What follows belongs to an exercise in optimizing a design on an open flow for small area, a short achievable clock period and few clock cycles; a production flow would make more cautious choices. In this exercise RTL edits were held to simulation tests only and were not proved equivalent to the original. No activity file was given, so power comes from the tool's default toggle rates.

==> design.v <==
`default_nettype none
package scaler_pkg;
    localparam int SRC_WIDTH  = 160;
    localparam int SRC_HEIGHT = 120;
    localparam int SCALE = 2;
    localparam int READ_LATENCY = 2;
    typedef logic [18:0] addr_t;
    typedef logic [7:0]  pixel_t;
    typedef enum logic [3:0] {
        MODE_REPLICATE = 4'd0,
        MODE_DECIMATE  = 4'd1,
        MODE_AVERAGE   = 4'd3,
        MODE_COPY      = 4'd4
    } mode_t;
endpackage
`default_nettype wire
`timescale 1ns/1ps
`default_nettype none
module image_scaler (
    input  logic        clk,
    input  logic        reset,
    input  logic [3:0]  mode,
    output logic [18:0] rom_addr,
    input  logic [7:0]  rom_data,
    output logic [18:0] ram_wraddr,
    output logic [7:0]  ram_data,
    output logic        ram_wren,
    output logic        done
);
    logic rep, dec, avg, copy;
    logic m_rep, m_dec, m_avg, m_copy;
    logic hold, hr;
    assign m_rep  = (mode == 4'd0);
    assign m_dec  = (mode == 4'd1);
    assign m_avg  = (mode == 4'd3);
    assign m_copy = (mode == 4'd4);
    assign hold = (m_rep & rep) | (m_dec & dec) | (m_avg & avg) | (m_copy & copy);
    function automatic logic [5:0] step_of(input logic f_rep, input logic f_dec,
                                           input logic f_avg, input logic f_copy,
                                           input logic [1:0] f_sub, input logic f_rowend,
                                           input logic f_ry);
        logic s1, s2, s159, s162, sn;
        s1   = f_copy | (f_rep & f_sub[0] & ~(f_rowend & ~f_ry))
             | (f_avg & (~f_sub[0] | (f_sub[1] & f_rowend)));
        s2   = f_dec & ~f_rowend;
        s162 = f_dec & f_rowend;
        s159 = f_avg & (f_sub == 2'd1);
        sn   = (f_rep & f_sub[0] & f_rowend & ~f_ry) | (f_avg & (f_sub == 2'd3) & ~f_rowend);
        step_of = {sn, s159 | s162, s162 | sn, s159, s2 | s159 | s162, s1 | s159 | sn};
    endfunction
    logic        run;
    logic [14:0] A;
    logic [8:0]  c;        
    logic        ry;       
    logic        rowend;   
    logic        last;     
    logic [5:0]  step;
    logic [1:0]  sub, sube;
    logic        rd, go, prelast, rowend_n, ry_n;
    logic [14:0] d;
    assign sub  = c[1:0];
    assign sube = dec ? 2'b11 : sub;
    assign rd   = hr & run;
    assign go   = rd & ~last;
    assign prelast = ((copy | avg) & (A == 15'd19198))
                   | (dec & (A == 15'd19036))
                   | (rep & ry & ~c[0] & (A == 15'd19199));
    assign rowend_n = ~rowend & (dec ? (c[8:2] == 7'd78) : (c == 9'd318));
    assign ry_n     = ry ^ rowend;
    assign d = {{7{step[5]}}, step[4], step[5], step[3], step[2], step[2], step[2],
                step[1], step[0]};
    always_ff @(posedge clk) begin
        A      <= go ? A + d : 15'd0;
        c      <= (go & ~rowend) ? {c[8:2], sube} + 9'd1 : 9'd0;
        ry     <= go & ry_n;
        rowend <= go & rowend_n;
        step   <= hr ? step_of(rep, dec, avg, copy, sub + 2'd1, rowend_n, ry_n)
                     : step_of(rep, dec, avg, copy, 2'd0, 1'b0, 1'b0);
    end
    logic        rw1, rl1, rw2, rl2;
    logic [7:0]  P;
    logic [9:0]  acc;
    logic [16:0] W;
    always_ff @(posedge clk or negedge reset) begin
        if (!reset) begin
            rep  <= 1'b0;
            dec  <= 1'b0;
            avg  <= 1'b0;
            copy <= 1'b0;
            hr   <= 1'b0;
            run  <= 1'b0;
            last <= 1'b0;
            rw1  <= 1'b0;
            rl1  <= 1'b0;
            rw2  <= 1'b0;
            rl2  <= 1'b0;
            ram_wren <= 1'b0;
            done <= 1'b0;
        end else begin
            rep  <= m_rep;
            dec  <= m_dec;
            avg  <= m_avg;
            copy <= m_copy;
            hr   <= hold;
            run  <= hr ? (run & ~last) : (rep | dec | avg | copy);
            last <= go & prelast;
            rw1  <= hold & rd & (~avg | (sub == 2'd3));
            rl1  <= hold & rd & last;
            rw2  <= hold & rw1;
            rl2  <= hold & rl1;
            ram_wren <= hold & rw2;
            done <= hold & (done | rl2);
        end
    end
    always_ff @(posedge clk) begin
        P   <= rom_data;
        acc <= (avg & (sub != 2'd2)) ? acc + {2'b00, P} : (avg ? {2'b00, P} : {P, 2'b00});
        W   <= hr ? W + {16'd0, ram_wren} : 17'd0;
    end
    assign rom_addr   = {4'd0, A};
    assign ram_wraddr = {2'd0, W};
    assign ram_data   = acc[9:2];
endmodule
`default_nettype wire
==> flow/run.sh <==
#!/bin/bash
# The standard layout (standard.sh, unchanged synthesis), with plain buffers
# instead of delay cells on the ports. Full make output in standard.log.
bash standard.sh BUFFER_PORTS_ARGS="-buffer_cell sky130_fd_sc_hd__buf_2" finish > standard.log 2>&1
==> standard.sh <==
#!/bin/bash
# synth_recipe.tcl (not shown) runs the flow's synth.tcl, then flattens the netlist and writes it again
# the make line also repeats each setting of config.mk as NAME=value (left out here)
make -C /OpenROAD-flow-scripts/flow DESIGN_CONFIG=/design/flow/config.mk WORK_HOME=/design/flow/orfs CLKGATE_MAP_FILE= SYNTH_SCRIPT=/design/flow/synth_recipe.tcl "${@:-finish}"
==> config.mk <==
export PLATFORM = sky130hd
export DESIGN_NAME = image_scaler
export DESIGN_NICKNAME = image_scaler
export VERILOG_FILES = /design/flow/design.v
export SDC_FILE = /design/flow/constraint.sdc
export NUM_CORES = 4
export LEC_CHECK = 0
export CAP_MARGIN = 20
export CORE_MARGIN = 2
export CORE_UTILIZATION = 40
export CTS_BUF_LIST = sky130_fd_sc_hd__clkbuf_16
export CTS_CLUSTER_DIAMETER = 500
export CTS_CLUSTER_SIZE = 100
export SETUP_SLACK_MARGIN = 2.8
export SLEW_MARGIN = 20
==> constraint.sdc <==
create_clock -name core_clock -period 5.0 [get_ports {clk}]
set_input_delay 1.0000 -clock core_clock [delete_from_list [all_inputs] [get_ports {clk}]]
set_output_delay 1.0000 -clock core_clock [all_outputs]
set_load 0.01 [all_outputs]
==> flow_summary_export.csv <==
group,metric,value,unit
worst_setup_path,cp-start-kind,"flip-flop",
routing,ant_nets,0,
hold_path,min_path_type,"reg -> reg",
final_layout,final_util,47.5,%
status,status,"finished clean",
final_layout,diodes,0,
clocking,cts.sinks,80,
timing,drv_slew,0,
floorplanning,rows,36,
logic_synthesis,synth_area,4050,µm²
logic_synthesis,synthDistinctLibCells,69,
worst_setup_path,crit_family,"compound AO/OA/AOI/OAI gates",
pwr,power_density,298,nW/µm²
pwr,design_power_total,1.39,mW
logic_synthesis,syn_avg_cell_area,9.56,µm²
worst_setup_path,slowest_delay,410,ps
placed_design,port-buffer-count,55,
worst_setup_path,crit_path_max_fanout,3,
worst_setup_path,end_kind,"flip-flop",
routing,wire_per_inst,13.6,µm
timing,finalClockSkew,5.64,ps
timing,grt_setup_unrepaired,"no",
floorplanning,die_height,105,µm
placed_design,hpwlAfterDp,6.01,mm
clocking,clk_pin_slew_worst_paths,60,ps
timing,max_slew_margin,53.9,%
routing,wl,8.25,mm
job,maxCapViolations,0,
timing,period_needed,2080,ps
clocking,cts_tree,"yes",
final_layout,area_growth,15.1,%
timing,tightest_slew,692,ps
logic_synthesis,yosys_warnings,1,
logic_synthesis,ys_seq_area_share,41.1,%
timing,finalHoldViolations,0,
floorplanning,io_pins,62,
logic_synthesis,synth_seq_cells,80,
worst_setup_path,crit_buf_inv,0,
clocking,cts_buffers,9,
floorplanning,die_w,105,µm
logic_synthesis,synth_ff_type,"dfxtp_1",
clocking,clkLatencyLatePin,330,ps
timing,timing.final.crit_share,41.6,%
clocking,clk_path_buf_depth,2,
routing,drc,0,
pwr,ir_worst_vdd,139,µV
logic_synthesis,async_reset_ff_share,16.3,%
worst_setup_path,slowest_stage,"fa_1",
floorplanning,core_region_area,9820,µm²
clocking,root_buffer,"clkbuf_16",
timing,final.setup.tns,0,ps
logic_synthesis,synth-edff-count,0,
global_routing,track_usage,15.2,%
final_layout,drive_above_1_share,18.7,%
worst_setup_path,critPathRequiredTime,5220,ps
pwr,p_leak,2.05,nW
worst_setup_path,critPathArrivalTime,2300,ps
global_routing,grt_pass1_wl,13.6,mm
global_routing,grt_max_degree,28,
routing,via_count,3103,
routing,drt_iter0_drc,127,
global_routing,grt_pass1_vias,2873,
worst_setup_path,path_class,"reg -> reg",
worst_setup_path,crit_chain,"ha_1 -> fa_1 -> a21o_1 -> a211oi_2 -> o21bai_1 -> o31ai_2 -> xnor2_1 -> o2bb2ai_1",
floorplanning,initial_core_util,41.3,%
clocking,cts_setup_buffers,0,
placed_design,gp_congestion,0.803,
final_layout,final_nets,515,
timing,fmax,481,MHz
clocking,htree_levels,3,
routing,via_per_inst,5.10,
routing,dr.pass1.iters,4,
timing,setup_violations,0,
global_routing,antenna_found_initial,0,
global_routing,grt_remaining_overflow,0,
floorplanning,die-area,10900,µm²
logic_synthesis,netlist_instances,424,
power breakdown:
part / switching [mW] / internal [mW]
clock: 0.263 / 0.387
sequential: 0.0105 / 0.650
combinational: 0.0423 / 0.0363
total: 0.316 / 1.07
per-stage QoR:
stage                     setup slack [ps]  hold WS [ps]  cells  instance area [µm²]
after floorplan                       3050           428    429                 4070
after global placement                2910           436    592                 4360
after detailed placement              2860           435    592                 4360
after CTS                             2830           449    608                 4660
after global routing                  2820           471    608                 4660
final                                 2920           446    608                 4660
cells in the final DEF (no fill, tap or decap), types with 6 or more instances in the layout:
| cell type | count |
|---|---|
| a21o_1 | 7 |
| a21oi_1 | 23 |
| and2_1 | 22 |
| and3_1 | 6 |
| buf_2 | 55 |
| clkbuf_16 | 9 |
| conb_1 | 6 |
| dfrtp_1 | 12 |
| dfxtp_1 | 65 |
| ha_1 | 28 |
| inv_1 | 10 |
| nand2_1 | 18 |
| nand3_1 | 17 |
| nand4_1 | 7 |
| nor2_1 | 35 |
| o21ai_0 | 12 |
| o21ai_1 | 7 |
| or3_1 | 7 |
| xnor2_1 | 22 |
| xor2_1 | 12 |
flip-flops by register name, indices dropped and copies added, names as in the netlist, 6 cells and up:
| register | count |
|---|---|
| W | 17 |
| A | 15 |
| acc | 10 |
| c | 9 |
| P | 8 |
| step | 6 |
path summary, 6_finish.rpt:
path / from / end / slack, ps / cells past startpoint
min in group asynchronous: reset / rw2$_DFF_PN0_ / 540 / 1
setup reg to reg: P[0]$_DFF_P_ / acc[8]$_DFF_P_ / 2920 / 8
hold / removal: rl1$_DFF_PN0_ / rl2$_DFF_PN0_ / 450 / 1
setup / recovery: P[0]$_DFF_P_ / acc[8]$_DFF_P_ / 2920 / 8
max in group asynchronous: reset / hr$_DFF_PN0_ / 4210 / 1
hold reg to reg: rl1$_DFF_PN0_ / rl2$_DFF_PN0_ / 450 / 1
cell families after synthesis:
logic type	after synthesis	share of synthesized area, %
AND/OR/NAND/NOR	151	20.7
AO/OA/AOI/OAI	85	14.5
flip-flops	80	41.1
buffers and inverters	36	4.73
XOR/XNOR	34	7.35
adder cells (fa/ha/maj)	31	9.94
multiplexers	6	1.51
other	1	0.0926
timing repair:
action,CTS,global route
gates resized for setup,0,4
endpoints found under the setup margin,0,6
hold buffers,0,0
final cells by class:
type	count	area (µm²)
clock inverter	7	68.8
sequential	80	1670
clock buffer	9	225
fill	984	5160
timing repair buffer	55	275
tap	133	166
multi-input combinational	313	2210
inverter	11	41.3
cell usage after synthesis (4+ instances only):
cell,instances,share of area [%]
nand3_1,17,2.1
ha_1,29,9.0
xnor2_1,22,4.8
o21a_1,4,0.74
and2_1,22,3.4
nand4_1,7,1.1
nand2_1,18,1.7
nor2_1,35,3.2
xor2_1,12,2.6
a21o_1,7,1.3
buf_4,14,2.6
or3_1,7,1.1
dfxtp_1,67,33
clkbuf_1,8,0.74
dfrtp_1,13,8.0
o21ai_0,12,1.5
o21ai_1,7,0.86
nor2b_1,4,0.62
a21oi_1,23,2.8
mux2i_1,5,1.2
and3_1,6,0.93
nor3_1,5,0.62
nand2b_1,5,0.77
inv_1,10,0.93
per-layer routing:
metal  vias up  track usage [%]  wire, µm
met2        70             24.7      3870
met5         -                0         0
met1      1442             19.8      3920
met3        13             3.56       335
met4         0             5.14       125
li1       1578                -         -
Testbench counts, summed over its fixed seeds: cycles 960,128.

static timing again, ports no longer ideal:
Ports are ideal in the flow. The routed layout listed here was re-timed in OpenROAD.
Step 1 assumes that a clkbuf_16 drives the clock port and a buf_2 every other input.
Step 2 times the ports against the registers' clock, not the clock port: input delays grow and output delays shrink by t, the midpoint of the rising clock arrivals with the driver on.
Slacks: ideal / step 1 / step 2; pairs: ideal / step 1.
shift t [ns]: 0.368
setup slack, ns: 2.920 / 2.920 / 2.853
latest minus earliest clock arrival (ns): 0.007 / 0.007
worst register clock-pin slew, ns: 0.06 / 0.06
worst data-port slew with drivers (ns): 0.03
After both steps this run still meets setup and hold. The setup slack of this run moves by 0.000 ns with the drivers and by -0.067 ns with both steps.
